Source: an optimization exercise on an open RTL-to-GDS flow (aim: small area, a short achievable clock period and few clock cycles). Production flows keep margins and buffers that such runs may drop. RTL that was checked went through simulation tests only; none was proved equivalent to the original. For runs 1 to 4, only the layout was checked, not whether the RTL still works. Power figures rest on the tool's default switching activity, not on a simulated workload.

`run.sh`:
```
#!/bin/bash
# synth_recipe.tcl (not shown) runs the flow's synth.tcl, then flattens the netlist and writes it again
# the make line also repeats each setting of config.mk as NAME=value (left out here)
make -C /OpenROAD-flow-scripts/flow DESIGN_CONFIG=/design/flow/config.mk WORK_HOME=/design/flow/orfs CLKGATE_MAP_FILE= SYNTH_SCRIPT=/design/flow/synth_recipe.tcl finish
```
`config.mk`:
```
export PLATFORM = sky130hd
export DESIGN_NAME = sha1_message_digest
export DESIGN_NICKNAME = sha1_message_digest
export VERILOG_FILES = /design/flow/design.v
export SDC_FILE = /design/flow/constraint.sdc
export NUM_CORES = 4
export LEC_CHECK = 0
export CAP_MARGIN = 30
export CORE_MARGIN = 2
export CORE_UTILIZATION = 30
export SLEW_MARGIN = 40
```
`constraint.sdc`:
```
create_clock -name core_clock -period 8.0 [get_ports {clk}]
set_input_delay 1.6000 -clock core_clock [delete_from_list [all_inputs] [get_ports {clk}]]
set_output_delay 1.6000 -clock core_clock [all_outputs]
set_load 0.01 [all_outputs]
```
`design.v`:
```
`default_nettype none
module sha1md_front (
	input  wire logic         clk,
	input  wire logic         arst_n,
	input  wire logic         push,
	output logic              full,
	input  wire logic [9:0]   item,
	output logic              push_w,
	output logic [31:0]       wdata,
	input  wire logic         bst,
	input  wire logic         bst_d,
	input  wire logic         commit,
	output logic              blk_ready,
	output logic              blk_first,
	output logic              blk_last
);
	localparam logic [1:0] S_DATA = 2'd0;
	localparam logic [1:0] S_MARK = 2'd1;
	localparam logic [1:0] S_ZERO = 2'd2;
	logic        s_v;
	logic [9:0]  s_it;
	logic [7:0]  s_byte;
	logic        s_has;
	logic        s_end;
	logic [1:0]  st_q, st_d;
	logic [60:0] cnt_q, cnt_d;
	logic [1:0]  lane;
	logic [7:0]  asm_q [3];
	logic [4:0]  fcnt_q, fcnt_d;
	logic        lenblk_q;
	logic        first_q;
	logic        can_push;
	logic        consume;
	logic        last_push;
	logic        accept;
	logic [31:0] mark_w;
	assign s_byte = s_it[9:2];
	assign s_has  = s_it[1];
	assign s_end  = s_it[0];
	assign lane   = cnt_q[1:0];
	assign blk_ready = fcnt_q[4];
	assign can_push  = !fcnt_q[4] && !bst;
	assign consume   = s_v && (st_q == S_DATA) && !(s_has && lane == 2'd3 && !can_push);
	assign push_w    = (st_q == S_DATA) ? (consume && s_has && lane == 2'd3) : can_push;
	assign last_push = (st_q == S_ZERO) && lenblk_q && fcnt_q[3:0] == 4'd15;
	always_comb begin
		for (int k = 0; k < 4; k++)
			if (2'(k) < lane)
				mark_w[31 - 8 * k -: 8] = asm_q[k];
			else if (2'(k) == lane)
				mark_w[31 - 8 * k -: 8] = 8'h80;
			else
				mark_w[31 - 8 * k -: 8] = 8'h00;
	end
	always_comb begin
		case (st_q)
			S_DATA:  wdata = {asm_q[0], asm_q[1], asm_q[2], s_byte};
			S_MARK:  wdata = mark_w;
			default: wdata = !lenblk_q ? 32'd0 :
				(fcnt_q[3:0] == 4'd14) ? cnt_q[60:29] :
				(fcnt_q[3:0] == 4'd15) ? {cnt_q[28:0], 3'b000} : 32'd0;
		endcase
	end
	always_comb begin
		st_d = st_q;
		case (st_q)
			S_DATA: if (consume && s_end) st_d = S_MARK;
			S_MARK: if (can_push) st_d = S_ZERO;
			default: if (last_push && can_push) st_d = S_DATA;
		endcase
	end
	always_comb begin
		cnt_d = cnt_q;
		if (consume && s_has)
			cnt_d = cnt_q + 61'd1;
		else if (last_push && can_push)
			cnt_d = '0;
	end
	assign fcnt_d = commit ? 5'd0 : push_w ? fcnt_q + 5'd1 : fcnt_q;
	assign accept = push && !full;
	always_ff @(posedge clk or negedge arst_n) begin
		if (!arst_n) begin
			s_v       <= 1'b0;
			full      <= 1'b0;
			st_q      <= S_DATA;
			cnt_q     <= '0;
			fcnt_q    <= '0;
			lenblk_q  <= 1'b0;
			first_q   <= 1'b1;
			blk_first <= 1'b0;
			blk_last  <= 1'b0;
		end else begin
			s_v    <= accept || (s_v && !consume);
			full   <= (accept || (s_v && !consume)) &&
				!(st_d == S_DATA && (cnt_d[1:0] != 2'd3 ||
				(!fcnt_d[4] && !bst_d)));
			st_q   <= st_d;
			fcnt_q <= fcnt_d;
			cnt_q  <= cnt_d;
			if (st_q == S_MARK && can_push)
				lenblk_q <= fcnt_q[3:0] <= 4'd13 || fcnt_q[3:0] == 4'd15;
			else if (st_q == S_ZERO && can_push && fcnt_q[3:0] == 4'd15)
				lenblk_q <= 1'b1;
			if (push_w && fcnt_q[3:0] == 4'd15) begin
				blk_first <= first_q;
				blk_last  <= last_push;
				first_q   <= last_push;
			end
		end
	end
	always_ff @(posedge clk) begin
		if (accept)
			s_it <= item;
		for (int k = 0; k < 3; k++)
			if (consume && s_has && lane == 2'(k))
				asm_q[k] <= s_byte;
	end
endmodule
`default_nettype wire
`default_nettype none
module sha1md_jobq (
	input  wire logic        clk,
	input  wire logic        push_w,
	input  wire logic [31:0] wdata,
	input  wire logic        bst,
	output logic [31:0]      head
);
	logic [511:0] fifo_q;
	assign head = fifo_q[511:480];
	always_ff @(posedge clk) begin
		if (push_w || bst)
			fifo_q <= {fifo_q[479:0], bst ? fifo_q[511:480] : wdata};
	end
endmodule
`default_nettype wire
`default_nettype none
module sha1md_back (
	input  wire logic         clk,
	input  wire logic         arst_n,
	input  wire logic         blk_ready,
	input  wire logic         blk_first,
	input  wire logic         blk_last,
	input  wire logic [31:0]  w_head,
	output logic              bst,
	output logic              bst_d,
	output logic              commit,
	input  wire logic         pop,
	output logic              empty,
	output logic [159:0]      digest
);
	localparam logic [31:0] H0_INIT = 32'h67452301;
	localparam logic [31:0] H1_INIT = 32'hefcdab89;
	localparam logic [31:0] H2_INIT = 32'h98badcfe;
	localparam logic [31:0] H3_INIT = 32'h10325476;
	localparam logic [31:0] H4_INIT = 32'hc3d2e1f0;
	localparam logic [31:0] K_CH     = 32'h5a827999;
	localparam logic [31:0] K_PAR_LO = 32'h6ed9eba1;
	localparam logic [31:0] K_MAJ    = 32'h8f1bbcdc;
	localparam logic [31:0] K_PAR_HI = 32'hca62c1d6;
	logic        run_q;
	logic [6:0]  t_q, t_d;
	logic        nx_q;
	logic        own_q;
	logic        first_q;
	logic        last_q;
	logic        valid_q;
	logic        fch_q, fmaj_q;
	logic [1:0]  kph_q;
	logic        abort;
	logic        take;
	logic        run_d;
	logic [31:0] a_q, b_q, c_q, d_q, pre_q;
	logic [31:0] win_q [16];
	logic [31:0] h0_q;
	logic [31:0] ring_q [4];
	logic [31:0] f, tmp, sched, sum, opnd, xv, k_next, p1, p4, h_init;
	logic        t79, ring_step;
	assign empty  = !valid_q;
	assign digest = {h0_q, ring_q[0], ring_q[1], ring_q[2], ring_q[3]};
	assign t79    = (t_q == 7'd79);
	assign abort  = run_q && t_q == 7'd75 && own_q && valid_q;
	assign take   = t_q == 7'd78 && nx_q;
	assign commit = (take && (!blk_first || (!valid_q && !(run_q && last_q)))) ||
		(own_q && run_q && t_q <= 7'd75 && !valid_q);
	always_comb begin
		t_d   = t_q;
		run_d = run_q;
		if (!run_q) begin
			if (t_q == 7'd75) begin
				if (blk_ready)
					t_d = 7'd76;
			end else if (t79) begin
				t_d   = 7'd0;
				run_d = 1'b1;
			end else begin
				t_d = t_q + 7'd1;
			end
		end else if (abort) begin
			run_d = 1'b0;
		end else if (t79) begin
			if (nx_q) begin
				t_d = 7'd0;
			end else begin
				t_d   = 7'd75;
				run_d = 1'b0;
			end
		end else begin
			t_d = t_q + 7'd1;
		end
	end
	assign bst_d = (t_q == 7'd77 && blk_ready) || (t_q == 7'd78 && nx_q) || (t79 && nx_q) ||
		(run_q && t_q <= 7'd12);
	always_ff @(posedge clk or negedge arst_n) begin
		if (!arst_n) begin
			run_q   <= 1'b0;
			t_q     <= 7'd75;
			nx_q    <= 1'b0;
			own_q   <= 1'b0;
			first_q <= 1'b0;
			last_q  <= 1'b0;
			valid_q <= 1'b0;
			bst     <= 1'b0;
			fch_q   <= 1'b0;
			fmaj_q  <= 1'b0;
			kph_q   <= 2'd0;
		end else begin
			run_q <= run_d;
			t_q   <= t_d;
			bst   <= bst_d;
			nx_q  <= (t_q == 7'd77) ? blk_ready : (t_q == 7'd78) ? nx_q : 1'b0;
			if (take && !commit)
				own_q <= 1'b1;
			else if (commit || abort)
				own_q <= 1'b0;
			if (t79 && nx_q) begin
				first_q <= blk_first;
				last_q  <= blk_last;
			end
			if (run_q && t79 && last_q)
				valid_q <= 1'b1;
			else if (pop)
				valid_q <= 1'b0;
			fch_q  <= t_d <= 7'd19;
			fmaj_q <= t_d >= 7'd40 && t_d <= 7'd59;
			kph_q  <= (t_d >= 7'd79 || t_d <= 7'd18) ? 2'd0 :
				(t_d <= 7'd38) ? 2'd1 : (t_d <= 7'd58) ? 2'd2 : 2'd3;
		end
	end
	always_comb begin
		if (fch_q)
			f = (b_q & c_q) | (~b_q & d_q);
		else if (fmaj_q)
			f = (b_q & c_q) | (b_q & d_q) | (c_q & d_q);
		else
			f = b_q ^ c_q ^ d_q;
		tmp = {a_q[26:0], a_q[31:27]} + f + pre_q;
	end
	always_comb begin
		case (kph_q)
			2'd0:    k_next = K_CH;
			2'd1:    k_next = K_PAR_LO;
			2'd2:    k_next = K_MAJ;
			default: k_next = K_PAR_HI;
		endcase
		if (t79)
			p1 = blk_first ? H4_INIT : ring_q[2];
		else
			p1 = d_q;
		p4 = (run_q && t_q == 7'd78) ? (first_q ? H0_INIT : h0_q) : 32'd0;
	end
	always_comb begin
		case (t_q[1:0])
			2'd0:    h_init = H4_INIT;  
			2'd1:    h_init = H3_INIT;  
			2'd2:    h_init = H2_INIT;  
			default: h_init = H1_INIT;  
		endcase
		opnd = (run_q && first_q) ? h_init : ring_q[3];
		xv   = !run_q ? 32'd0 : t79 ? a_q : {a_q[1:0], a_q[31:2]};
		sum  = opnd + xv;
	end
	assign ring_step = t_q >= 7'd76 && (run_q || !blk_first);
	assign sched = win_q[2] ^ win_q[7] ^ win_q[13] ^ win_q[15];
	always_ff @(posedge clk) begin
		win_q[0] <= bst ? w_head : {sched[30:0], sched[31]};
		for (int i = 1; i < 16; i++)
			win_q[i] <= win_q[i-1];
		pre_q <= p1 + k_next + win_q[0] + p4;
		if (run_q && !(t79 && blk_first))
			a_q <= tmp;
		else
			a_q <= blk_first ? H0_INIT : h0_q;
		if (t79) begin
			b_q <= blk_first ? H1_INIT : sum;
			c_q <= blk_first ? H2_INIT : ring_q[0];
			d_q <= blk_first ? H3_INIT : ring_q[1];
		end else begin
			b_q <= a_q;
			c_q <= {b_q[1:0], b_q[31:2]};
			d_q <= c_q;
		end
		if (run_q && t79)
			h0_q <= tmp;
		if (ring_step) begin
			ring_q[0] <= sum;
			ring_q[1] <= ring_q[0];
			ring_q[2] <= ring_q[1];
			ring_q[3] <= ring_q[2];
		end
	end
endmodule
`default_nettype wire
`default_nettype none
module sha1_message_digest (
	input  wire logic         clk,
	input  wire logic         arst_n,
	input  wire logic         push,
	output logic              full,
	input  wire logic [9:0]   item,
	output logic              empty,
	input  wire logic         pop,
	output logic [159:0]      digest
);
	logic        push_w;
	logic [31:0] wdata;
	logic [31:0] w_head;
	logic        bst;
	logic        bst_d;
	logic        commit;
	logic        blk_ready;
	logic        blk_first;
	logic        blk_last;
	sha1md_front u_front (
		.clk       (clk),
		.arst_n    (arst_n),
		.push      (push),
		.full      (full),
		.item      (item),
		.push_w    (push_w),
		.wdata     (wdata),
		.bst       (bst),
		.bst_d     (bst_d),
		.commit    (commit),
		.blk_ready (blk_ready),
		.blk_first (blk_first),
		.blk_last  (blk_last)
	);
	sha1md_jobq u_jobq (
		.clk    (clk),
		.push_w (push_w),
		.wdata  (wdata),
		.bst    (bst),
		.head   (w_head)
	);
	sha1md_back u_back (
		.clk       (clk),
		.arst_n    (arst_n),
		.blk_ready (blk_ready),
		.blk_first (blk_first),
		.blk_last  (blk_last),
		.w_head    (w_head),
		.bst       (bst),
		.bst_d     (bst_d),
		.commit    (commit),
		.pop       (pop),
		.empty     (empty),
		.digest    (digest)
	);
endmodule
`default_nettype wire
```
==> qor.csv, run 1 <==
metric;value;unit
ir_drop;0.177;mV
synth_top_family_by_area;compound AO/OA/AOI/OAI gates;
fin_skew;0.0244;ns
min_path_cells;0;
synth_top_cell_by_area;edfxtp_1;
yosys.area_share.xor_xnor;3.06;%
worstHoldStart;u_back.win_q[10][20];
synthMuxAreaShare;0.942;%
fillers;17000;
fin_crit;6.12;ns
setup.worst_path.start;u_back.t_q[0];
cellPowerDensity;344;nW/um^2
fp.dieW;426;um
hp-class;flip-flop to flip-flop;
final_nets;4479;
mostFrequentLayoutCells;706 x edfxtp_1, 672 x dfxtp_1, 338 x nand2_1, 273 x inv_1, 217 x o21ai_0;
h-tree-depth;4;
syn_area;53500;um^2
synth_edf_count;706;
post_drt_wl_per_cell;19.4;um
grt_pass1_vias;30200;
synthSimpleGateAreaFrac;7.32;%
yosysSeqAreaShare;69.0;%
routabilityCongestion;0.887;
clk_pin_slew;0.06;ns
worstSetupStartpointType;flip-flop;
slowest_stage;dfstp_2;
totalWireLength;129000;um
rr_worst_depth;19;
multiInputGateArea;15100;um^2
r2r-end;u_back.pre_q[29];
r2r_start;u_back.t_q[0];
cts_buffer_depth;3;
synth-seq-cells;1470;
synth_fa_ha_area_share;7.89;%
final-hold-violation-count;0;
ant_nets;0;
crit_fanout;56;
synth_top_area_share;39.6;%
cts_tree;built;
drt-vias-per-instance;4.56;
slew_headroom;41.0;%
ys_types;90;
pin_count;176;
drive_gt1_share;8.03;%
post-cts-setup-buffer-count;0;
regArea;37000;um^2
ctsHoldBuffers;0;
grt_max_degree;129;
ys.flop_type;edfxtp_1;
tightest_slew;0.881;ns
outcome;timing/DRC/antenna clean;
die_area;182000;um^2
rrSetupSlack;1.88;ns
cp_cell_sequence;ha_1 -> nand3_4 -> buf_4 -> buf_4 -> or3_1 -> o21ai_0 -> fa_1 -> fa_1 -> inv_1 -> ha_1 -> o21ai_0 -> nand2b_1 -> a21oi_1 -> o21ai_0 -> o311ai_2 -> a21oi_1 -> a21o_1 -> a21oi_1 -> xnor2_1;
portBuffers;175;
required;8.65;ns
leakagePower;24.2;nW
crit_family;adder cells;
clock_latency;0.77;ns
num_rows;155;
clock.fmax;164;MHz
drv_slew;0;
crit_path_end_kind;flip-flop;
cts_buffers;145;
synthCells;3969;
first_iter_violations;2341;
syn2layout_area_growth;18.0;%
grt_pass1_wl;192000;um
drv_cap;0;
crit_type;flip-flop to flip-flop;
critPathBufInv;3;
vias;30400;
first_pass_iters;7;
cts-root-buf;clkbuf_16;
ys_warn_count;6;
core_area;178000;um^2
final_common_cell;edfxtp_1;
max_stage_delay;0.61;ns
syn_area_per_cell;13.5;um^2
period_share;76.4;%
synthTopCellsByArea;edfxtp_1 40%, dfxtp_1 25%, fa_1 4.6%, dfrtp_1 4.1%, ha_1 3.3%;
arrival;6.76;ns
async_flop_share;6.26;%
cts_sinks;1470;
hold_path_end;u_back.win_q[11][20];
setup_violations;0;
total_power;21.7;mW
cts_resized;0;
start_util;30.1;%
tns;0;ns
synth-compound-area-share;8.87;%
hpwlAfterDp;91400;um
rsz0062_at_grt;false;
grt_overflow;0;
drc_errors;0;
antenna_found_initial;1;
die_h;426;um
track_usage;14.1;%
-- sequential cells by signal, indices dropped and copies added (netlist names), 5 cells and up --
name and cells:
u_back.b_q 32, u_front.fcnt_q 5, u_jobq.fifo_q 512, u_front.asm_q 24
u_back.win_q 512, u_back.ring_q 128, u_back.c_q 32, u_back.t_q 7
u_front.s_it 10, u_back.d_q 32, u_front.cnt_q 61, u_back.a_q 32
u_back.pre_q 32, u_back.h0_q 32
-- synthesized netlist by cell type (15+ instances only) --
cell	n
ha_1	141
a22o_1	45
o21a_1	16
o21ai_1	16
a211oi_1	18
xor2_1	57
o21ai_0	218
nor2b_1	47
nand3_1	79
and3_1	46
nand4_1	22
dfxtp_1	672
dfrtp_1	87
and2_1	17
nand2_1	339
clkbuf_1	103
inv_1	274
a21oi_1	216
edfxtp_1	706
a21o_1	65
xnor2_1	130
nor3_1	33
nor2_1	192
or3_1	21
mux2i_1	20
o211ai_1	19
a221oi_1	30
o31ai_1	19
o22a_1	15
mux2_2	27
o21bai_1	16
fa_1	123
-- how the worst max path moves through the flow --
stage,end,cells after the start
3_5_place_dp,u_back.pre_q[31],20
5_1_grt,u_back.pre_q[31],17
6_report,u_back.pre_q[29],19
3_3_place_gp,u_back.pre_q[31],20
2_1_floorplan,u_back.ring_q[0][0],4
4_1_cts,u_back.pre_q[31],20
-- through the flow --
stage / instance area, um^2 / worst slack, ns / cells / hold WS, ns / util, %
3_5_place_dp: 58100 / 1.88 / 6409 / 0.312 / 32.7
2_1_floorplan: 53500 / 0.108 / 3969 / 0.310 / -
3_3_place_gp: 58000 / 1.89 / 6405 / 0.310 / 32.6
5_1_grt: 63200 / 1.52 / 6678 / 0.316 / 35.5
4_1_cts: 63100 / 1.87 / 6678 / 0.314 / 35.5
6_report: 63200 / 1.88 / 6680 / 0.315 / 35.5
-- logic make-up (layout without fill, tap and decap cells) --
logic type,after synthesis,after routing
adders and majority gates,264,264
DFF,1470,1470
other,0,2
xor gates and xnor gates,187,187
buffers and inverters,400,754
and+or+nand+nor,843,843
muxes,47,47
AOI/OAI and AO/OA,758,758
-- final cells by class --
| class | instances | area share (%) |
|---|---|---|
| clock inverter | 66 | 1.10 |
| timing repair buffer | 209 | 3.31 |
| tap | 2355 | 4.67 |
| antenna | 2 | 0.00792 |
| multi-input combinational | 2099 | 23.9 |
| sequential | 1470 | 58.5 |
| inverter | 276 | 1.64 |
| clock buffer | 203 | 6.82 |
-- report_power, final --
part	total (mW)	switching, mW	internal (mW)
sequential	10.6	0.620	10.0
combinational	4.06	2.62	1.45
clock	7.00	2.93	4.07
-- metal layers --
layer	vias to the layer above	global-route usage (%)	routed length [um]
li1	14300	-	-
met4	0	4.70	3790
met3	176	2.61	6160
met2	769	22.8	60600
met5	-	0	0
met1	15100	19.0	58900
==> inputs of run 2 (changes only) <==
--- a/design.v
+++ b/design.v
@@ -7,6 +7,6 @@
 	input  wire logic [9:0]   item,
+	input  wire logic [3:0]   phase,
 	output logic              push_w,
+	output logic [3:0]        widx,
 	output logic [31:0]       wdata,
-	input  wire logic         bst,
-	input  wire logic         bst_d,
 	input  wire logic         commit,
@@ -36,2 +36,8 @@
 	logic [31:0] mark_w;
+	logic [31:0] pw_q;
+	logic        pw_v;
+	logic        aligned;
+	logic        pw_load;
+	logic        pw_v_d;
+	logic [1:0]  phase_n;
 	assign s_byte = s_it[9:2];
@@ -41,5 +47,8 @@
 	assign blk_ready = fcnt_q[4];
-	assign can_push  = !fcnt_q[4] && !bst;
-	assign consume   = s_v && (st_q == S_DATA) && !(s_has && lane == 2'd3 && !can_push);
-	assign push_w    = (st_q == S_DATA) ? (consume && s_has && lane == 2'd3) : can_push;
+	assign widx      = fcnt_q[3:0];
+	assign aligned   = phase[1:0] == fcnt_q[1:0];
+	assign can_push  = !fcnt_q[4] && aligned;
+	assign consume   = s_v && (st_q == S_DATA) && !(s_has && lane == 2'd3 && pw_v && !can_push);
+	assign pw_load   = consume && s_has && lane == 2'd3;
+	assign push_w    = (st_q == S_DATA) ? (pw_v && can_push) : can_push;
 	assign last_push = (st_q == S_ZERO) && lenblk_q && fcnt_q[3:0] == 4'd15;
@@ -56,4 +65,4 @@
 		case (st_q)
-			S_DATA:  wdata = {asm_q[0], asm_q[1], asm_q[2], s_byte};
-			S_MARK:  wdata = mark_w;
+			S_DATA:  wdata = pw_q;
+			S_MARK:  wdata = pw_v ? pw_q : mark_w;
 			default: wdata = !lenblk_q ? 32'd0 :
@@ -67,3 +76,3 @@
 			S_DATA: if (consume && s_end) st_d = S_MARK;
-			S_MARK: if (can_push) st_d = S_ZERO;
+			S_MARK: if (push_w && !pw_v) st_d = S_ZERO;
 			default: if (last_push && can_push) st_d = S_DATA;
@@ -79,3 +88,5 @@
 	assign fcnt_d = commit ? 5'd0 : push_w ? fcnt_q + 5'd1 : fcnt_q;
-	assign accept = push && !full;
+	assign accept  = push && !full;
+	assign pw_v_d  = pw_load || (pw_v && !push_w);
+	assign phase_n = phase[1:0] + 2'd1;
 	always_ff @(posedge clk or negedge arst_n) begin
@@ -83,2 +94,3 @@
 			s_v       <= 1'b0;
+			pw_v      <= 1'b0;
 			full      <= 1'b0;
@@ -94,4 +106,5 @@
 			full   <= (accept || (s_v && !consume)) &&
-				!(st_d == S_DATA && (cnt_d[1:0] != 2'd3 ||
-				(!fcnt_d[4] && !bst_d)));
+				!(st_d == S_DATA && (cnt_d[1:0] != 2'd3 || !pw_v_d ||
+				(!fcnt_d[4] && phase_n == fcnt_d[1:0])));
+			pw_v   <= pw_v_d;
 			st_q   <= st_d;
@@ -99,3 +112,3 @@
 			cnt_q  <= cnt_d;
-			if (st_q == S_MARK && can_push)
+			if (st_q == S_MARK && push_w && !pw_v)
 				lenblk_q <= fcnt_q[3:0] <= 4'd13 || fcnt_q[3:0] == 4'd15;
@@ -113,2 +126,4 @@
 			s_it <= item;
+		if (pw_load)
+			pw_q <= {asm_q[0], asm_q[1], asm_q[2], s_byte};
 		for (int k = 0; k < 3; k++)
@@ -122,12 +137,19 @@
 	input  wire logic        clk,
-	input  wire logic        push_w,
+	input  wire logic [3:0]  phase,
+	input  wire logic        wr,
+	input  wire logic [3:0]  widx,
 	input  wire logic [31:0] wdata,
-	input  wire logic        bst,
 	output logic [31:0]      head
 );
-	logic [511:0] fifo_q;
-	assign head = fifo_q[511:480];
+	logic [31:0] ring_q [16];
+	logic [1:0]  port;
+	assign head = ring_q[15];
+	assign port = 2'((phase - widx) >> 2);
 	always_ff @(posedge clk) begin
-		if (push_w || bst)
-			fifo_q <= {fifo_q[479:0], bst ? fifo_q[511:480] : wdata};
+		for (int i = 0; i < 16; i++) begin
+			if (i % 4 == 0 && wr && port == 2'(i / 4))
+				ring_q[i] <= wdata;
+			else
+				ring_q[i] <= ring_q[(i + 15) % 16];
+		end
 	end
@@ -143,4 +165,3 @@
 	input  wire logic [31:0]  w_head,
-	output logic              bst,
-	output logic              bst_d,
+	output logic [3:0]        phase,
 	output logic              commit,
@@ -171,2 +192,4 @@
 	logic        run_d;
+	logic        bst, bst_d;
+	logic        is75_q, is77_q, is78_q, is79_q, ge76_q, le75_q, le12_q;
 	logic [31:0] a_q, b_q, c_q, d_q, pre_q;
@@ -179,7 +202,7 @@
 	assign digest = {h0_q, ring_q[0], ring_q[1], ring_q[2], ring_q[3]};
-	assign t79    = (t_q == 7'd79);
-	assign abort  = run_q && t_q == 7'd75 && own_q && valid_q;
-	assign take   = t_q == 7'd78 && nx_q;
+	assign t79    = is79_q;
+	assign abort  = run_q && is75_q && own_q && valid_q;
+	assign take   = is78_q && nx_q;
 	assign commit = (take && (!blk_first || (!valid_q && !(run_q && last_q)))) ||
-		(own_q && run_q && t_q <= 7'd75 && !valid_q);
+		(own_q && run_q && le75_q && !valid_q);
 	always_comb begin
@@ -188,4 +211,4 @@
 		if (!run_q) begin
-			if (t_q == 7'd75) begin
-				if (blk_ready)
+			if (is75_q) begin
+				if (blk_ready && phase == 4'd13)
 					t_d = 7'd76;
@@ -210,4 +233,4 @@
 	end
-	assign bst_d = (t_q == 7'd77 && blk_ready) || (t_q == 7'd78 && nx_q) || (t79 && nx_q) ||
-		(run_q && t_q <= 7'd12);
+	assign bst_d = (is77_q && blk_ready) || (is78_q && nx_q) || (t79 && nx_q) ||
+		(run_q && le12_q);
 	always_ff @(posedge clk or negedge arst_n) begin
@@ -215,2 +238,3 @@
 			run_q   <= 1'b0;
+			phase   <= 4'd0;
 			t_q     <= 7'd75;
@@ -225,7 +249,22 @@
 			kph_q   <= 2'd0;
+			is75_q  <= 1'b1;
+			is77_q  <= 1'b0;
+			is78_q  <= 1'b0;
+			is79_q  <= 1'b0;
+			ge76_q  <= 1'b0;
+			le75_q  <= 1'b1;
+			le12_q  <= 1'b0;
 		end else begin
+			is75_q <= t_d == 7'd75;
+			is77_q <= t_d == 7'd77;
+			is78_q <= t_d == 7'd78;
+			is79_q <= t_d == 7'd79;
+			ge76_q <= t_d >= 7'd76;
+			le75_q <= t_d <= 7'd75;
+			le12_q <= t_d <= 7'd12;
 			run_q <= run_d;
+			phase <= phase + 4'd1;
 			t_q   <= t_d;
 			bst   <= bst_d;
-			nx_q  <= (t_q == 7'd77) ? blk_ready : (t_q == 7'd78) ? nx_q : 1'b0;
+			nx_q  <= is77_q ? blk_ready : is78_q ? nx_q : 1'b0;
 			if (take && !commit)
@@ -268,3 +307,3 @@
 			p1 = d_q;
-		p4 = (run_q && t_q == 7'd78) ? (first_q ? H0_INIT : h0_q) : 32'd0;
+		p4 = (run_q && is78_q) ? (first_q ? H0_INIT : h0_q) : 32'd0;
 	end
@@ -281,3 +320,3 @@
 	end
-	assign ring_step = t_q >= 7'd76 && (run_q || !blk_first);
+	assign ring_step = ge76_q && (run_q || !blk_first);
 	assign sched = win_q[2] ^ win_q[7] ^ win_q[13] ^ win_q[15];
@@ -326,4 +365,4 @@
 	logic [31:0] w_head;
-	logic        bst;
-	logic        bst_d;
+	logic [3:0]  phase;
+	logic [3:0]  widx;
 	logic        commit;
@@ -338,6 +377,6 @@
 		.item      (item),
+		.phase     (phase),
 		.push_w    (push_w),
+		.widx      (widx),
 		.wdata     (wdata),
-		.bst       (bst),
-		.bst_d     (bst_d),
 		.commit    (commit),
@@ -349,5 +388,6 @@
 		.clk    (clk),
-		.push_w (push_w),
+		.phase  (phase),
+		.wr     (push_w),
+		.widx   (widx),
 		.wdata  (wdata),
-		.bst    (bst),
 		.head   (w_head)
@@ -361,4 +401,3 @@
 		.w_head    (w_head),
-		.bst       (bst),
-		.bst_d     (bst_d),
+		.phase     (phase),
 		.commit    (commit),
--- a/config.mk
+++ b/config.mk
@@ -7,5 +7,7 @@
 export LEC_CHECK = 0
-export CAP_MARGIN = 30
+export ABC_CLOCK_PERIOD_IN_PS = 2800
+export CAP_MARGIN = 20
 export CORE_MARGIN = 2
-export CORE_UTILIZATION = 30
-export SLEW_MARGIN = 40
+export CORE_UTILIZATION = 40
+export SETUP_SLACK_MARGIN = 5
+export SLEW_MARGIN = 20
==> run 2 against run 1 <==
  * Critical endpoint is now u_back.pre_q[28]
  * Maximum frequency up 45%
  * Clock-buffer cell count up 13
  * Sequential share of layout area fell by 8.0 points
==> qor.csv, run 2 <==
metric;value;unit;change
outcome;timing/DRC/antenna clean;;
hp-class;flip-flop to flip-flop;;
syn_area_per_cell;12.2;um^2;-9.6%
setup_violations;0;;unchanged
utilization;51.7;%;+16 points
syn2layout_area_growth;28.6;%;
synth-seq-cells;1514;;+3.0%
final_common_cell;dfxtp_1;;
fillers;10900;;-36%
tns;0;ns;unchanged
top_regs;u_back.win_q x512, u_jobq.ring_q x512, u_back.ring_q x128;;
first_pass_iters;6;;-1
antenna_found_initial;3;;+2
first_iter_violations;2721;;+16%
totalWireLength;134000;um;+3.8%
fp.dieW;361;um;-15%
cts_tree;built;;
final_nets;5082;;+13%
holdWs;0.317;ns;+0.00253 ns
total_power;17.6;mW;-19%
required;8.67;ns;+0.02 ns
period_share;52.6;%;-24 points
clock_latency;0.79;ns;+0.02 ns
mostFrequentLayoutCells;1146 x dfxtp_1, 339 x nand2_1, 294 x inv_1, 293 x buf_4, 249 x o21ai_0;;
tightest_slew;1.01;ns;+0.127 ns
synth_top_cell_by_area;dfxtp_1;;
crit_type;flip-flop to flip-flop;;
synthMuxAreaShare;1.66;%;+0.71 points
grt_max_degree;73;;-43%
slew_headroom;32.6;%;-8.4 points
die_h;361;um;-15%
ys_top_cells_by_count;1184 x dfxtp_1, 350 x nand2_1, 305 x inv_1;;
start_util;40.2;%;+10 points
placed_area;55100;um^2;-5.2%
portBuffers;175;;unchanged
multiInputGateArea;18600;um^2;+23%
rsz0062_at_grt;true;;
cp_common_cell;fa_1;;
core_area;127000;um^2;-28%
worstSetupStartpointType;flip-flop;;
ant_nets;0;;unchanged
crit_fanout;7;;-88%
stdcell_count;6592;;-1.3%
drt-vias-per-instance;4.98;;+9.4%
regArea;33200;um^2;-10%
pin_count;176;;unchanged
synthCells;4188;;+5.5%
synth_top_family_by_area;compound AO/OA/AOI/OAI gates;;
clk_pin_slew;0.06;ns;about the same
hpwlAfterDp;87900;um;-3.9%
grt_pass1_vias;32200;;+6.5%
drv_slew;0;;unchanged
drc_errors;0;;unchanged
post_drt_wl_per_cell;20.4;um;+5.2%
ys_types;81;;-10%
crit_path_end_kind;flip-flop;;
syn_area;51100;um^2;-4.6%
drv_cap;0;;unchanged
yosysSeqAreaShare;64.8;%;-4.3 points
num_rows;131;;-15%
synth_top_area_share;46.4;%;+6.8 points
h-tree-depth;4;;unchanged
async_flop_share;6.87;%;+0.61 points
fin_area;65700;um^2;+4.0%
synth-compound-area-share;11.1;%;+2.2 points
fin_ws;3.79;ns;+1.91 ns
synth_most_common_cell;dfxtp_1;;
cts_buffer_depth;3;;unchanged
dp_cells;5912;;-7.8%
die_area;131000;um^2;-28%
synthSimpleGateAreaFrac;7.42;%;+0.11 points
cts_sinks;1514;;+3.0%
synthTopCellsByArea;dfxtp_1 46%, edfxtp_1 13%, fa_1 4.8%, dfrtp_1 4.8%, ha_1 3.5%;;
max_stage_delay;0.54;ns;-0.07 ns
track_usage;20.2;%;+6.1 points
cp_cell_sequence;clkinvlp_4 -> nand2_8 -> o22ai_4 -> fa_1 -> fa_1 -> inv_1 -> ha_4 -> a211oi_4 -> o211ai_1 -> a221oi_2 -> o21ai_1 -> a211o_1 -> a21o_1 -> a311o_1;;
cts-root-buf;clkbuf_16;;
fin_crit;4.21;ns;-1.91 ns
cts_buffers;149;;+2.8%
ir_drop;0.215;mV;+22%
grt_overflow;0;;unchanged
routabilityCongestion;0.888;;about the same
yosys.area_share.xor_xnor;3.43;%;+0.37 points
synth_edf_count;226;;-68%
final-hold-violation-count;0;;unchanged
leakagePower;26.6;nW;+10%
arrival;4.87;ns;-1.89 ns
slowest_stage;fa_1;;
synth_fa_ha_area_share;8.35;%;+0.45 points
ys_warn_count;7;;+1
grt_pass1_wl;199000;um;+3.5%
ys.flop_type;dfxtp_1;;
cellPowerDensity;268;nW/um^2;-22%
clock.fmax;238;MHz;+45%
drive_gt1_share;25.5;%;+17 points
dpl_worst_slack;2.90;ns;+1.02 ns
fin_skew;0.0321;ns;+0.00774 ns
vias;32800;;+7.9%
## run 2: cell types whose count changed after synthesis, moves of 33 or more
cell | previous run | this run
a21oi_1 | 216 | 176
mux2i_1 | 20 | 53
o22a_1 | 15 | 61
dfxtp_1 | 672 | 1184
xnor2_1 | 130 | 168
nor2_1 | 192 | 154
o21ai_0 | 218 | 292
edfxtp_1 | 706 | 226
## run 2: worst paths after layout
path / cells past startpoint / startpoint / end / slack, ns
worst max-delay path: 14 / u_front.blk_first / u_back.pre_q[28] / 3.79
worst min-delay path: 0 / u_jobq.ring_q[13][23] / u_jobq.ring_q[14][23] / 0.32
worst max register to register: 14 / u_front.blk_first / u_back.pre_q[28] / 3.79
worst min register to register: 0 / u_jobq.ring_q[13][23] / u_jobq.ring_q[14][23] / 0.32
max in group asynchronous: 2 / arst_n / u_back.fch_q / 5.85
min in group asynchronous: 1 / arst_n / u_front.cnt_q[58] / 0.90
## run 2: power by group
group	internal [mW]	total, mW	switching (mW)
sequential	8.73	9.07	0.341
clock	4.38	7.42	3.04
combinational	0.376	1.10	0.723
## run 2: logic make-up (layout without fill, tap and decap cells)
family	Yosys count	in the layout
xor gates and xnor gates	200	200
buffers and inverters	447	1182
DFF	1514	1514
AOI/OAI and AO/OA	869	869
adders and majority gates	267	267
other	0	4
and+or+nand+nor	810	813
muxes	81	81
## run 2: what timing repair did
| action | 4_1_cts | 5_1_grt |
|---|---|---|
| buffers inserted | 304 | 86 |
| pin swaps | 88 | 96 |
| resized for setup | 1005 | 219 |
| hold buffers | 0 | 0 |
| setup endpoints to repair | 349 | 330 |
| gates cloned | 8 | 2 |
## run 2: area by class of cell
type / count / area share (%)
Sequential cell: 1514 / 50.5
Multi-Input combinational cell: 2230 / 28.4
Timing Repair Buffer: 600 / 8.02
Clock buffer: 216 / 6.88
Tap cell: 1662 / 3.16
Inverter: 306 / 1.76
Clock inverter: 60 / 1.30
Antenna cell: 4 / 0.0152
## run 2: critical path: cells and delay by family (launching register included)
| kind | cells | cell delay [ns] |
|---|---|---|
| AO/OA/AOI/OAI | 8 | 1.77 |
| adder cells (fa/ha/maj) | 3 | 1.33 |
| buffers and inverters | 2 | 0.35 |
| flip-flops | 1 | 0.42 |
| AND/OR/NAND/NOR | 1 | 0.23 |
## run 2: layer usage
metal	wire (um)	part of all wire, %	vias to the layer above	global-route usage, %
li1	-	-	15500	-
met1	59600	44	16100	27.4
met2	60800	45	1007	31.3
met3	9160	6.8	222	4.64
met4	4850	3.6	2	8.15
met5	13	0.0097	-	0
==> inputs of run 3 (changes only) <==
--- a/design.v
+++ b/design.v
@@ -186,3 +186,3 @@
 	logic        last_q;
-	logic        valid_q;
+	logic        valid_q;   
 	logic        fch_q, fmaj_q;
@@ -197,6 +197,8 @@
 	logic [31:0] h0_q;
+	logic [31:0] kh_q;
 	logic [31:0] ring_q [4];
-	logic [31:0] f, tmp, sched, sum, opnd, xv, k_next, p1, p4, h_init;
+	logic [31:0] x1, x0;
+	logic [31:0] f, tmp, sched, sum, opnd, xv, k_next, p1, h_init;
 	logic        t79, ring_step;
-	assign empty  = !valid_q;
+	assign valid_q = !empty;
 	assign digest = {h0_q, ring_q[0], ring_q[1], ring_q[2], ring_q[3]};
@@ -244,3 +246,3 @@
 			last_q  <= 1'b0;
-			valid_q <= 1'b0;
+			empty   <= 1'b1;
 			bst     <= 1'b0;
@@ -278,5 +280,5 @@
 			if (run_q && t79 && last_q)
-				valid_q <= 1'b1;
+				empty <= 1'b0;
 			else if (pop)
-				valid_q <= 1'b0;
+				empty <= 1'b1;
 			fch_q  <= t_d <= 7'd19;
@@ -288,8 +290,13 @@
 	always_comb begin
-		if (fch_q)
-			f = (b_q & c_q) | (~b_q & d_q);
-		else if (fmaj_q)
-			f = (b_q & c_q) | (b_q & d_q) | (c_q & d_q);
-		else
-			f = b_q ^ c_q ^ d_q;
+		if (fch_q) begin
+			x1 = c_q;
+			x0 = d_q;
+		end else if (fmaj_q) begin
+			x1 = c_q | d_q;
+			x0 = c_q & d_q;
+		end else begin
+			x1 = ~(c_q ^ d_q);
+			x0 = c_q ^ d_q;
+		end
+		f   = (b_q & x1) | (~b_q & x0);
 		tmp = {a_q[26:0], a_q[31:27]} + f + pre_q;
@@ -307,3 +314,4 @@
 			p1 = d_q;
-		p4 = (run_q && is78_q) ? (first_q ? H0_INIT : h0_q) : 32'd0;
+		if (run_q && is78_q)
+			k_next = kh_q;
 	end
@@ -326,3 +334,4 @@
 			win_q[i] <= win_q[i-1];
-		pre_q <= p1 + k_next + win_q[0] + p4;
+		pre_q <= p1 + k_next + win_q[0];
+		kh_q  <= K_PAR_HI + (first_q ? H0_INIT : h0_q);
 		if (run_q && !(t79 && blk_first))
--- a/config.mk
+++ b/config.mk
@@ -7,7 +7,8 @@
 export LEC_CHECK = 0
-export ABC_CLOCK_PERIOD_IN_PS = 2800
+export ABC_CLOCK_PERIOD_IN_PS = 1800
 export CAP_MARGIN = 20
 export CORE_MARGIN = 2
-export CORE_UTILIZATION = 40
+export CORE_UTILIZATION = 50
 export SETUP_SLACK_MARGIN = 5
 export SLEW_MARGIN = 20
+export TNS_END_PERCENT = 0
==> run 3 against run 2 <==
  * Still clean
  * Combinational power increased by 16%
  * Non-clock buffer count shrank 380
  * Hold slack got worse by 0.021 ns
  * Highest routed layer is now met4
==> qor.csv, run 3 <==
metric;value;unit;change
arrival;4.83;ns;-0.04 ns
slew_headroom;24.2;%;-8.4 points
crit_fanout;6;;-1
period_share;53.9;%;+1.3 points
syn2layout_area_growth;17.0;%;
synth_top_area_share;46.8;%;+0.43 points
cts-root-buf;clkbuf_16;;
core_area;103000;um^2;-19%
ys_top_cells_by_count;1216 x dfxtp_1, 378 x nand2_1, 349 x inv_1;;
first_iter_violations;2634;;-3.2%
placed_area;55200;um^2;+0.22%
mostFrequentLayoutCells;1206 x dfxtp_1, 374 x nand2_1, 344 x inv_1, 309 x o21ai_0, 226 x edfxtp_1;;
vias;32100;;-2.4%
slowest_stage;dfstp_2;;
busiest_layer;met2;;
drc_errors;0;;unchanged
internal_power;13.2;mW;-2.0%
fin_area;60800;um^2;-7.5%
cts_buffer_depth;3;;unchanged
gr-usage-met2;34.9;%;+3.6 points
syn_area;52000;um^2;+1.8%
crit_path_end_kind;flip-flop;;
fp.dieW;326;um;-9.7%
totalWireLength;125000;um;-6.9%
utilization;58.8;%;+7.2 points
outcome;timing/DRC/antenna clean;;
tightest_slew;1.14;ns;+0.128 ns
antenna_found_initial;2;;-1
post_drt_wl_per_cell;20.4;um;about the same
seqPwrFrac;51.5;%;about the same
synthTopCellsByArea;dfxtp_1 47%, edfxtp_1 13%, dfrtp_1 4.6%, ha_1 4.3%, xnor2_1 3.2%;;
ant_nets;0;;unchanged
tns;0;ns;unchanged
use_met1;32.8;%;+5.5 points
cts_sinks;1546;;+2.1%
ys_warn_count;7;;unchanged
synth_most_common_cell;dfxtp_1;;
async_flop_share;6.73;%;-0.14 points
dp_cells;5853;;-1.0%
synth-seq-cells;1546;;+2.1%
required;8.52;ns;-0.15 ns
grt_pass1_wl;187000;um;-5.9%
fin_ws;3.69;ns;-0.103 ns
holdWs;0.296;ns;-0.0211 ns
critPathBufInv;1;;-1
drive_gt1_share;8.15;%;-17 points
yosysSeqAreaShare;64.9;%;+0.11 points
dpl_worst_slack;3.39;ns;+0.491 ns
worstSetupStartpointType;flip-flop;;
clock_latency;0.76;ns;-0.03 ns
max_stage_delay;0.56;ns;+0.02 ns
grt_overflow;0;;unchanged
cts_tree;built;;
drv_slew;0;;unchanged
die_area;107000;um^2;-18%
clk_pin_slew;0.06;ns;about the same
top_regs;u_back.win_q x512, u_jobq.ring_q x512, u_back.ring_q x128;;
start_util;50.3;%;+10 points
hp-class;flip-flop to flip-flop;;
final-hold-violation-count;0;;unchanged
cp_cell_sequence;ha_1 -> and3_1 -> a21o_1 -> ha_1 -> fa_1 -> a211oi_1 -> o21bai_1 -> o21ai_1 -> a21oi_2 -> o21ai_2 -> o311a_1 -> nor3_1 -> xor2_1 -> buf_4;;
ys.flop_type;dfxtp_1;;
portBuffers;175;;unchanged
setup_violations;0;;unchanged
synth_edf_count;226;;unchanged
swShare;23.9;%;+0.54 points
crit_type;flip-flop to flip-flop;;
synthCells;4413;;+5.4%
final_common_cell;dfxtp_1;;
num_rows;118;;-9.9%
die_h;326;um;-9.7%
track_usage;23.2;%;+3.0 points
synth_top_cell_by_area;dfxtp_1;;
grt_max_degree;74;;+1.4%
ir_drop;0.251;mV;+16%
cts_buffers;150;;+0.67%
routabilityCongestion;0.910;;+2.5%
fillers;8649;;-21%
switchingPower;4.15;mW;+0.99%
grt_pass1_vias;30800;;-4.2%
stdcell_count;6140;;-6.9%
drv_cap;0;;unchanged
leakagePower;24.6;nW;-7.6%
crit_family;compound AO/OA/AOI/OAI gates;;
pin_count;176;;unchanged
syn_area_per_cell;11.8;um^2;-3.4%
drt-vias-per-instance;5.22;;+4.8%
met3_usage;5.37;%;+0.73 points
combPwrFrac;7.4;%;+1.2 points
final_nets;4901;;-3.6%
fin_crit;4.31;ns;+0.103 ns
power.share.clock;41.1;%;-1.1 points
clock.fmax;232;MHz;-2.4%
ys_types;79;;-2.5%
hpwlAfterDp;88600;um;+0.89%
cp_common_cell;ha_1;;
h-tree-depth;4;;unchanged
total_power;17.4;mW;-1.3%
cellPowerDensity;285;nW/um^2;+6.7%
fin_skew;0.0338;ns;+0.00171 ns
first_pass_iters;6;;unchanged
rsz0062_at_grt;true;;
==> run 3: worst paths after layout <==
kind | from | to | slack, ns | cells past startpoint
min reg2reg | u_back.win_q[14][31] | u_back.win_q[15][31] | 0.30 | 0
max in group asynchronous | arst_n | u_back.is79_q | 5.75 | 2
min | u_back.win_q[14][31] | u_back.win_q[15][31] | 0.30 | 0
max reg2reg | u_back.t_q[0] | u_back.ring_q[0][28] | 3.69 | 14
max | u_back.t_q[0] | u_back.ring_q[0][28] | 3.69 | 14
min in group asynchronous | arst_n | u_front.cnt_q[6] | 0.85 | 1
==> run 3: area by class of cell <==
class / count / area (um^2) / area share (%)
sequential: 1546 / 33800 / 55.5
multi-input combinational: 2375 / 16700 / 27.5
clock buffer: 212 / 4330 / 7.12
timing repair buffer: 220 / 2170 / 3.57
tap: 1380 / 1730 / 2.84
inverter: 349 / 1310 / 2.15
clock inverter: 57 / 764 / 1.26
antenna: 1 / 2.50 / 0.00411
==> run 3: kinds of logic after synthesis <==
kind of cell / after synthesis / share of synthesized area, %
compound gates: 956 / 11.8
flops: 1546 / 64.9
xor+xnor: 259 / 4.36
simple gates: 848 / 7.18
buf+inv: 492 / 3.57
fa+ha+maj: 245 / 6.83
mux: 67 / 1.33
==> run 3: metal layers <==
metal,wire length (um),part of all wire (%)
met5,0,0
met4,4040,3.2
met3,8200,6.6
met2,55100,44
met1,57800,46
==> run 3: repair_timing <==
item / in CTS / in global routing
setup endpoints to repair: 514 / 532
setup buffers: 4 / 12
hold buffers: 0 / 0
pin swaps: 3 / 32
resized for setup: 30 / 52
cloned: 1 / 0
==> run 3: power by group through the flow <==
stage | Sequential (mW) | Combinational, mW | Clock [mW]
6_report | 8.94 | 1.28 | 7.14
5_1_grt | 9.01 | 1.44 | 7.62
4_1_cts | 8.95 | 1.25 | 7.32
3_5_place_dp | 9.11 | 1.23 | 0
3_3_place_gp | 9.08 | 1.23 | 0
2_1_floorplan | 8.96 | 0.891 | 0
==> inputs of run 4 (changes only) <==
--- a/config.mk
+++ b/config.mk
@@ -7,3 +7,3 @@
 export LEC_CHECK = 0
-export ABC_CLOCK_PERIOD_IN_PS = 1800
+export ABC_CLOCK_PERIOD_IN_PS = 2400
 export CAP_MARGIN = 20
@@ -13,2 +13,2 @@
 export SLEW_MARGIN = 20
-export TNS_END_PERCENT = 0
+export TNS_END_PERCENT = 5
==> run 4 against run 3 <==
  * Largest cell class unchanged
  * Flip-flop and latch count unchanged
  * Critical endpoint is now u_back.a_q[31]
  * Routed wire length up 2.8%
  * Highest routed layer unchanged
  * Maximum frequency rose by 3.2%
  * First-iteration DRC count decreased by 6.8%
  * Register-to-register slack gained 0.13 ns
  * Still clean
  * Critical path depth is 4 higher
==> qor.csv, run 4 <==
metric;value;unit;change
outcome;timing/DRC/antenna clean;;
synth_most_common_cell;dfxtp_1;;
grt_pass1_wl;192000;um;+2.7%
ys_warn_count;7;;unchanged
fin_skew;0.0402;ns;+0.00636 ns
tightest_slew;1.16;ns;+0.0258 ns
first_pass_iters;6;;unchanged
drt-vias-per-instance;5.26;;+0.76%
holdWs;0.297;ns;+0.00126 ns
portBuffers;175;;unchanged
grt_max_degree;77;;+4.1%
synthMuxAreaShare;1.33;%;unchanged
drv_slew;0;;unchanged
yosys.area_share.xor_xnor;4.36;%;unchanged
crit_path_end_kind;flip-flop;;
r2r-end;u_back.a_q[31];;
period_share;52.2;%;-1.7 points
ctsHoldBuffers;0;;unchanged
top_regs;u_back.win_q x512, u_jobq.ring_q x512, u_back.ring_q x128;;
ys_top_cells_by_count;1216 x dfxtp_1, 378 x nand2_1, 349 x inv_1;;
cts_buffers;153;;+2.0%
tns;0;ns;unchanged
rsz0062_at_grt;true;;
start_util;50.3;%;unchanged
final_nets;4990;;+1.8%
clk_pin_slew;0.06;ns;about the same
synthTopCellsByArea;dfxtp_1 47%, edfxtp_1 13%, dfrtp_1 4.6%, ha_1 4.3%, xnor2_1 3.2%;;
h-tree-depth;4;;unchanged
cts-root-buf;clkbuf_16;;
ys_types;79;;unchanged
syn_area_per_cell;11.8;um^2;unchanged
pin_count;176;;unchanged
crit_end;u_back.a_q[31];;
synth_top_cell_by_area;dfxtp_1;;
synthSimpleGateAreaFrac;7.18;%;unchanged
slew_headroom;22.5;%;-1.7 points
ant_nets;0;;unchanged
final_common_cell;dfxtp_1;;
routabilityCongestion;0.903;;-0.74%
synthCells;4413;;unchanged
synth-seq-cells;1546;;unchanged
ir_drop;0.277;mV;+10%
crit_type;flip-flop to flip-flop;;
vias;32800;;+2.4%
synth_top_family_by_area;compound AO/OA/AOI/OAI gates;;
setup.worst_path.start;u_back.d_q[0];;
final-hold-violation-count;0;;unchanged
clock_latency;0.78;ns;+0.02 ns
required;8.66;ns;+0.14 ns
grt_overflow;0;;unchanged
cts_buffer_depth;3;;unchanged
crit_fanout;3;;-3
rrSetupSlack;3.83;ns;+0.13 ns
drv_cap;0;;unchanged
grt_pass1_vias;31600;;+2.6%
setup_violations;0;;unchanged
async_flop_share;6.73;%;unchanged
mostFrequentLayoutCells;1189 x dfxtp_1, 369 x nand2_1, 324 x inv_1, 289 x o21ai_0, 226 x edfxtp_1;;
track_usage;23.8;%;+0.55 points
hpwlAfterDp;88000;um;-0.67%
ys.flop_type;dfxtp_1;;
hp-class;flip-flop to flip-flop;;
synth-compound-area-share;11.8;%;unchanged
synth_top_area_share;46.8;%;unchanged
cellPowerDensity;282;nW/um^2;-1.3%
cts_tree;built;;
cts_sinks;1546;;unchanged
rr_worst_depth;18;;+4
num_rows;118;;unchanged
worstSetupStartpointType;flip-flop;;
fp.dieW;326;um;unchanged
die_area;107000;um^2;unchanged
drc_errors;0;;unchanged
total_power;17.7;mW;+2.1%
utilization;60.9;%;+2.0 points
r2r_start;u_back.d_q[0];;
arrival;4.83;ns;about the same
totalWireLength;129000;um;+2.8%
synth_edf_count;226;;unchanged
leakagePower;25.3;nW;+3.0%
die_h;326;um;unchanged
post_drt_wl_per_cell;20.6;um;+1.1%
antenna_cells;0;;-1
clock.fmax;240;MHz;+3.2%
antenna_found_initial;2;;unchanged
synth_fa_ha_area_share;6.83;%;unchanged
drive_gt1_share;13.5;%;+5.3 points
fin_crit;4.17;ns;-0.134 ns
syn2layout_area_growth;21.0;%;
first_iter_violations;2455;;-6.8%
stdcell_count;6242;;+1.7%
yosysSeqAreaShare;64.9;%;unchanged
dp_cells;5856;;+0.051%
syn_area;52000;um^2;unchanged
core_area;103000;um^2;unchanged
run 4: cell counts after synthesis:
Identical to the previous run, type by type.
run 4: critical path: stages (launching register included):
cell and delay, ns:
dfxtp_2 0.35, inv_1 0.06, ha_1 0.30, xnor2_1 0.18, nor2_1 0.09, a211oi_2 0.18, a21oi_1 0.09, fa_2 0.44
ha_4 0.19, fa_2 0.40, a211oi_2 0.23, o21ai_1 0.13, o2111ai_2 0.19, nor2_4 0.10, o31ai_4 0.37, nand2_1 0.12
a221oi_2 0.29, xnor2_1 0.13, a22o_1 0.21
run 4: per-stage QoR:
| stage | worst slack (ns) | area, um^2 |
|---|---|---|
| final | 3.83 | 62900 |
| after detailed placement | 2.89 | 55200 |
| after floorplan | 4.05 | 52100 |
| after global routing | 3.71 | 62900 |
| after CTS | 3.90 | 62100 |
| after global placement | 2.93 | 55200 |
run 4: worst min path at each step:
| stage | from | end | slack [ns] | depth (start not counted) |
|---|---|---|---|---|
| 2_1_floorplan | u_back.win_q[9][0] | u_back.win_q[10][0] | 0.31 | 0 |
| 3_3_place_gp | u_back.win_q[3][22] | u_back.win_q[4][22] | 0.31 | 0 |
| 3_5_place_dp | u_back.win_q[3][10] | u_back.win_q[4][10] | 0.31 | 0 |
| 4_1_cts | u_back.win_q[14][5] | u_back.win_q[15][5] | 0.30 | 0 |
| 5_1_grt | u_back.win_q[14][5] | u_back.win_q[15][5] | 0.32 | 0 |
| 6_report | u_back.win_q[14][5] | u_back.win_q[15][5] | 0.30 | 0 |
run 4: cell families after synthesis:
logic type,count (synthesis)
multiplexers,67
flip-flops,1546
buffers and inverters,492
AND/OR/NAND/NOR,848
XOR/XNOR,259
adder cells (fa/ha/maj),245
AO/OA/AOI/OAI,956
run 4: area by class of cell:
| type | instances | area, um^2 |
|---|---|---|
| Tap cell | 1380 | 1730 |
| Sequential cell | 1546 | 33800 |
| Fill cell | 8381 | 40500 |
| Inverter | 349 | 1320 |
| Multi-Input combinational cell | 2378 | 17700 |
| Clock inverter | 67 | 796 |
| Clock buffer | 219 | 4550 |
| Timing Repair Buffer | 303 | 2950 |
run 4: repair_timing:
| item | CTS | global route |
|---|---|---|
| buffers inserted | 62 | 33 |
| setup endpoints to repair | 418 | 562 |
| pin swaps | 62 | 62 |
| gates cloned | 4 | 1 |
| gates resized for setup | 204 | 129 |
run 4: layer usage:
layer | global-route usage [%] | part of all wire [%] | up-vias
li1 | - | - | 15700
met1 | 33.9 | 46 | 16000
met2 | 36.3 | 45 | 907
met3 | 4.87 | 6.1 | 197
met4 | 7.91 | 2.7 | 0
met5 | 0 | 0 | -
run 4: report_power, final:
group / internal, mW / switching [mW] / total [mW]
sequential: 8.64 / 0.293 / 8.93
combinational: 0.530 / 0.904 / 1.43
clock: 4.26 / 3.10 / 7.35
total: 13.4 / 4.29 / 17.7
==> inputs of run 5 (changes only) <==
--- a/design.v
+++ b/design.v
@@ -124,3 +124,3 @@
 	always_ff @(posedge clk) begin
-		if (accept)
+		if (!s_v || consume)
 			s_it <= item;
@@ -187,4 +187,3 @@
 	logic        valid_q;   
-	logic        fch_q, fmaj_q;
-	logic [1:0]  kph_q;
+	logic [1:0]  kph_q, kph_n;
 	logic        abort;
@@ -195,9 +194,10 @@
 	logic [31:0] a_q, b_q, c_q, d_q, pre_q;
+	logic [31:0] x1_q, x0_q;
 	logic [31:0] win_q [16];
 	logic [31:0] h0_q;
-	logic [31:0] kh_q;
+	logic [31:0] k_q;   
 	logic [31:0] ring_q [4];
-	logic [31:0] x1, x0;
-	logic [31:0] f, tmp, sched, sum, opnd, xv, k_next, p1, h_init;
-	logic        t79, ring_step;
+	logic [31:0] c_d, dn, d_d, x1_d, x0_d, pre_d, k_next, e0n, h0sel, h0add;
+	logic [31:0] tmp, sched, sched_h, sum, opnd, xv;
+	logic        t79, ring_step, ring_init;
 	assign valid_q = !empty;
@@ -235,2 +235,4 @@
 	end
+	assign kph_n = (t_d >= 7'd79 || t_d <= 7'd18) ? 2'd0 :
+		(t_d <= 7'd38) ? 2'd1 : (t_d <= 7'd58) ? 2'd2 : 2'd3;
 	assign bst_d = (is77_q && blk_ready) || (is78_q && nx_q) || (t79 && nx_q) ||
@@ -248,4 +250,2 @@
 			bst     <= 1'b0;
-			fch_q   <= 1'b0;
-			fmaj_q  <= 1'b0;
 			kph_q   <= 2'd0;
@@ -283,6 +283,3 @@
 				empty <= 1'b1;
-			fch_q  <= t_d <= 7'd19;
-			fmaj_q <= t_d >= 7'd40 && t_d <= 7'd59;
-			kph_q  <= (t_d >= 7'd79 || t_d <= 7'd18) ? 2'd0 :
-				(t_d <= 7'd38) ? 2'd1 : (t_d <= 7'd58) ? 2'd2 : 2'd3;
+			kph_q  <= kph_n;
 		end
@@ -290,17 +287,27 @@
 	always_comb begin
-		if (fch_q) begin
-			x1 = c_q;
-			x0 = d_q;
-		end else if (fmaj_q) begin
-			x1 = c_q | d_q;
-			x0 = c_q & d_q;
+		if (t79) begin
+			c_d = blk_first ? H2_INIT : ring_q[0];
+			dn  = blk_first ? H3_INIT : ring_q[1];
 		end else begin
-			x1 = ~(c_q ^ d_q);
-			x0 = c_q ^ d_q;
+			c_d = {b_q[1:0], b_q[31:2]};
+			dn  = c_q;
 		end
-		f   = (b_q & x1) | (~b_q & x0);
-		tmp = {a_q[26:0], a_q[31:27]} + f + pre_q;
+		d_d = is78_q ? e0n : dn;
+		case (kph_q)
+			2'd0: begin
+				x1_d = c_d;
+				x0_d = dn;
+			end
+			2'd2: begin
+				x1_d = c_d | dn;
+				x0_d = c_d & dn;
+			end
+			default: begin
+				x1_d = ~(c_d ^ dn);
+				x0_d = c_d ^ dn;
+			end
+		endcase
 	end
 	always_comb begin
-		case (kph_q)
+		case (kph_n)
 			2'd0:    k_next = K_CH;
@@ -310,44 +317,46 @@
 		endcase
-		if (t79)
-			p1 = blk_first ? H4_INIT : ring_q[2];
-		else
-			p1 = d_q;
-		if (run_q && is78_q)
-			k_next = kh_q;
+		h0sel = first_q ? H0_INIT : h0_q;
+		e0n   = blk_first ? H4_INIT : ring_q[1];
+		h0add = is77_q ? h0sel : 32'd0;
 	end
 	always_comb begin
-		case (t_q[1:0])
-			2'd0:    h_init = H4_INIT;  
-			2'd1:    h_init = H3_INIT;  
-			2'd2:    h_init = H2_INIT;  
-			default: h_init = H1_INIT;  
-		endcase
-		opnd = (run_q && first_q) ? h_init : ring_q[3];
-		xv   = !run_q ? 32'd0 : t79 ? a_q : {a_q[1:0], a_q[31:2]};
-		sum  = opnd + xv;
+		opnd = ring_q[3];
+		xv   = t79 ? a_q : {a_q[1:0], a_q[31:2]};
 	end
 	assign ring_step = ge76_q && (run_q || !blk_first);
+	assign ring_init = run_q && is75_q && first_q && !(own_q && valid_q);
+	sha1md_round u_add_a (.a5({a_q[26:0], a_q[31:27]}), .b(b_q), .x1(x1_q), .x0(x0_q),
+		.pre(pre_q), .s(tmp));
+	sha1md_add3 u_add_pre (.x(d_q), .y(k_q), .z(win_q[0]), .s(pre_d));
+	sha1md_add2 u_add_w (.x({sched[30:0], sched[31]}), .y(h0add), .s(sched_h));
+	sha1md_add2 u_add_ring (.x(opnd), .y(xv), .s(sum));
 	assign sched = win_q[2] ^ win_q[7] ^ win_q[13] ^ win_q[15];
 	always_ff @(posedge clk) begin
-		win_q[0] <= bst ? w_head : {sched[30:0], sched[31]};
+		win_q[0] <= bst ? w_head : sched_h;
 		for (int i = 1; i < 16; i++)
 			win_q[i] <= win_q[i-1];
-		pre_q <= p1 + k_next + win_q[0];
-		kh_q  <= K_PAR_HI + (first_q ? H0_INIT : h0_q);
+		pre_q <= pre_d;
+		k_q   <= k_next;
+		x1_q  <= x1_d;
+		x0_q  <= x0_d;
+		c_q   <= c_d;
+		d_q   <= d_d;
 		if (run_q && !(t79 && blk_first))
 			a_q <= tmp;
-		else
+		else if (t79)
 			a_q <= blk_first ? H0_INIT : h0_q;
-		if (t79) begin
+		else
+			a_q <= 32'd0;
+		if (t79)
 			b_q <= blk_first ? H1_INIT : sum;
-			c_q <= blk_first ? H2_INIT : ring_q[0];
-			d_q <= blk_first ? H3_INIT : ring_q[1];
-		end else begin
+		else
 			b_q <= a_q;
-			c_q <= {b_q[1:0], b_q[31:2]};
-			d_q <= c_q;
-		end
 		if (run_q && t79)
 			h0_q <= tmp;
-		if (ring_step) begin
+		if (ring_init) begin
+			ring_q[0] <= H1_INIT;
+			ring_q[1] <= H2_INIT;
+			ring_q[2] <= H3_INIT;
+			ring_q[3] <= H4_INIT;
+		end else if (ring_step) begin
 			ring_q[0] <= sum;
@@ -358,2 +367,77 @@
 	end
+endmodule
+`default_nettype wire
+`default_nettype none
+module sha1md_round (
+	input  wire logic [31:0] a5,
+	input  wire logic [31:0] b,
+	input  wire logic [31:0] x1,
+	input  wire logic [31:0] x0,
+	input  wire logic [31:0] pre,
+	output logic [31:0]      s
+);
+	logic [31:0] u, v;
+	assign u = a5 ^ pre;
+	assign v = a5 & pre;
+	sha1md_csa u_csa (.u(u), .v(v), .b(b), .x1(x1), .x0(x0), .s(s));
+endmodule
+module sha1md_csa (
+	input  wire logic [31:0] u,
+	input  wire logic [31:0] v,
+	input  wire logic [31:0] b,
+	input  wire logic [31:0] x1,
+	input  wire logic [31:0] x0,
+	output logic [31:0]      s
+);
+	logic [31:0] f, sv, cv;
+	assign f  = (b & x1) | (~b & x0);
+	assign sv = u ^ f;
+	assign cv = v | (u & f);
+	sha1md_add2 u_add (.x(sv), .y({cv[30:0], 1'b0}), .s(s));
+endmodule
+module sha1md_add3 (
+	input  wire logic [31:0] x,
+	input  wire logic [31:0] y,
+	input  wire logic [31:0] z,
+	output logic [31:0]      s
+);
+	logic [31:0] sv, cv;
+	assign sv = x ^ y ^ z;
+	assign cv = (x & y) | (x & z) | (y & z);
+	sha1md_add2 u_add (.x(sv), .y({cv[30:0], 1'b0}), .s(s));
+endmodule
+module sha1md_add2 (
+	input  wire logic [31:0] x,
+	input  wire logic [31:0] y,
+	output logic [31:0]      s
+);
+	logic [31:0] g, p, c;
+	assign g = x & y;
+	assign p = x ^ y;
+	sha1md_pfx u_pfx (.g(g), .p(p), .c(c));
+	assign s = p ^ {c[30:0], 1'b0};
+endmodule
+module sha1md_pfx (
+	input  wire logic [31:0] g,
+	input  wire logic [31:0] p,
+	output logic [31:0]      c
+);
+	logic [31:0] gl [6];
+	logic [31:0] pl [6];
+	always_comb begin
+		gl[0] = g;
+		pl[0] = p;
+		for (int l = 0; l < 5; l++) begin
+			for (int i = 0; i < 32; i++) begin
+				if (((i >> l) & 1) == 1) begin
+					gl[l + 1][i] = gl[l][i] | (pl[l][i] & gl[l][((i >> l) << l) - 1]);
+					pl[l + 1][i] = pl[l][i] & pl[l][((i >> l) << l) - 1];
+				end else begin
+					gl[l + 1][i] = gl[l][i];
+					pl[l + 1][i] = pl[l][i];
+				end
+			end
+		end
+		c = gl[5];
+	end
 endmodule
--- a/config.mk
+++ b/config.mk
@@ -7,3 +7,3 @@
 export LEC_CHECK = 0
-export ABC_CLOCK_PERIOD_IN_PS = 2400
+export ABC_CLOCK_PERIOD_IN_PS = 1800
 export CAP_MARGIN = 20
@@ -13,2 +13,3 @@
 export SLEW_MARGIN = 20
-export TNS_END_PERCENT = 5
+export SYNTH_HIERARCHICAL = 1
+export TNS_END_PERCENT = 0
==> run 5 against run 4 <==
  * Still clean
  * Core utilization shrank 1.6 points
  * Synthesized cell count grew 1.5%
  * Power shrank 3.2%
  * Hold slack gained 0.015 ns
  * Flip-flop and latch count grew 43
  * Global-route usage shrank 1.5 points
  * Final cell count grew 0.22%
  * Clock skew shrank 0.016 ns
  * Cell area grew 0.85%
==> qor.csv, run 5 <==
metric;value;unit;change
rsz0062_at_grt;true;;
track_usage;22.3;%;-1.5 points
period_share;42.1;%;-10 points
clock_latency;0.76;ns;-0.02 ns
cts_buffer_depth;3;;unchanged
final_nets;5049;;+1.2%
final_common_cell;dfxtp_1;;
crit_type;flip-flop to flip-flop;;
crit_path_end_kind;flip-flop;;
cp_common_cell;a21o_1;;
setup.worst_path.start;u_back.b_q[0];;
cp_cell_sequence;mux2_2 -> ha_1 -> or2_2 -> ha_1 -> a21o_4 -> a31o_4 -> a31oi_4 -> o21bai_1 -> a21o_1 -> a21o_1 -> a21o_1 -> xor2_1 -> a22o_1;;
tns;0;ns;unchanged
arrival;4.01;ns;-0.82 ns
r2r_start;u_back.b_q[0];;
final-hold-violation-count;0;;unchanged
ant_nets;0;;unchanged
fin_crit;3.37;ns;-0.803 ns
syn_area_per_cell;12.0;um^2;+2.3%
synthCells;4480;;+1.5%
cts_tree;built;;
required;8.64;ns;-0.02 ns
drv_slew;0;;unchanged
cts_sinks;1589;;+2.8%
holdWs;0.313;ns;+0.0153 ns
worstHoldStart;u_jobq.ring_q[6][28];;
outcome;timing/DRC/antenna clean;;
first_pass_iters;6;;unchanged
fp.dieW;333;um;+1.9%
antenna_found_initial;8;;+6
cts-root-buf;clkbuf_16;;
core_area;107000;um^2;+3.6%
drc_errors;0;;unchanged
h-tree-depth;4;;unchanged
vias;32600;;-0.70%
drt-vias-per-instance;5.21;;-0.92%
setup_violations;0;;unchanged
leakagePower;27.8;nW;+9.9%
clk_pin_slew;0.06;ns;about the same
grt_overflow;0;;unchanged
routabilityCongestion;0.854;;-5.5%
crit_fanout;3;;unchanged
hpwlAfterDp;83900;um;-4.7%
start_util;50.4;%;+0.12 points
drive_gt1_share;17.2;%;+3.7 points
hp-class;flip-flop to flip-flop;;
fillers;8807;;+5.1%
ctsHoldBuffers;0;;unchanged
num_rows;120;;+1.7%
totalWireLength;124000;um;-3.8%
slew_headroom;24.8;%;+2.3 points
mostFrequentLayoutCells;1319 x dfxtp_1, 417 x nand2_1, 258 x ha_1, 208 x a21oi_1, 174 x nor2_1;;
first_iter_violations;2151;;-12%
grt_pass1_vias;31300;;-1.1%
drv_cap;0;;unchanged
syn2layout_area_growth;17.5;%;
clock.fmax;297;MHz;+24%
syn_area;54000;um^2;+3.8%
top_regs;u_back.win_q x512, u_jobq.ring_q x512, u_back.ring_q x128;;
ir_drop;0.198;mV;-28%
max_stage_delay;0.36;ns;-0.08 ns
die_h;333;um;+1.9%
die_area;111000;um^2;+3.8%
fin_skew;0.0240;ns;-0.0162 ns
tightest_slew;1.12;ns;-0.0425 ns
grt_max_degree;97;;+26%
worstSetupStartpointType;flip-flop;;
cellPowerDensity;270;nW/um^2;-4.0%
cts_buffers;156;;+2.0%
grt_pass1_wl;190000;um;-1.4%
pin_count;176;;unchanged
slowest_stage;mux2_2;;
ys_warn_count;18;;+11
post_drt_wl_per_cell;19.8;um;-4.0%
portBuffers;175;;unchanged
run 5: repair_timing:
item                                    CTS  global route
gates cloned                              4             2
setup buffers                            47             7
endpoints found under the hold margin     0             0
resized for setup                       177            47
endpoints found under the setup margin  610           594
pin swaps                                17            29
run 5: report_power, final:
group	leakage [nW]	internal (mW)	switching, mW	total [mW]
Combinational	11.7	0.224	0.423	0.647
Clock	2.66	4.50	3.04	7.54
Sequential	13.4	8.67	0.296	8.97
run 5: metrics by stage:
| stage | power [mW] | utilization, % | instance area (um^2) | std cells | setup slack, ns |
|---|---|---|---|---|---|
| 2_1_floorplan | 9.45 | - | 54100 | 4482 | 4.69 |
| 3_3_place_gp | 9.76 | 53.2 | 57000 | 5911 | 3.92 |
| 3_5_place_dp | 9.78 | 53.2 | 57000 | 5912 | 3.82 |
| 4_1_cts | 17.3 | 59.0 | 63100 | 6246 | 4.63 |
| 5_1_grt | 17.8 | 59.2 | 63400 | 6255 | 4.52 |
| 6_report | 17.2 | 59.2 | 63400 | 6256 | 4.63 |
run 5: critical path, delay by kind of cell (launching register included):
family / cells / cell delay [ns]
flops: 1 / 0.34
simple gates: 1 / 0.32
mux: 1 / 0.36
compound gates: 8 / 1.67
xor+xnor: 1 / 0.15
fa+ha+maj: 2 / 0.40
run 5: final timing paths:
path                                         to  slack [ns]  cells after the start
setup / recovery                 u_back.a_q[15]        4.63                     13
hold / removal             u_jobq.ring_q[7][28]        0.31                      0
setup reg to reg                 u_back.a_q[15]        4.63                     13
hold reg to reg            u_jobq.ring_q[7][28]        0.31                      0
max in group asynchronous       u_back.kph_q[1]        5.86                      2
min in group asynchronous     u_front.cnt_q[17]        0.89                      1
run 5: per-layer routing:
metal | track usage [%] | vias to the layer above | part of all wire [%]
met1 | 32.0 | 15800 | 48
li1 | - | 15900 | -
met2 | 34.7 | 746 | 45
met3 | 3.67 | 157 | 4.9
met4 | 5.94 | 2 | 2.1
met5 | 0 | - | 0.011
run 5: area by class of cell:
type	count	area [um^2]	area share [%]
flip-flops and latches	1589	33400	52.7
repair buffers	265	2530	3.99
well taps	1403	1760	2.77
multi-input cells	2574	19800	31.2
inverters	141	534	0.842
diodes	1	2.50	0.00395
clock inverters	59	817	1.29
clock buffers	224	4590	7.23
Testbench counts of run 5, summed over its fixed seeds: cycles 79,557.
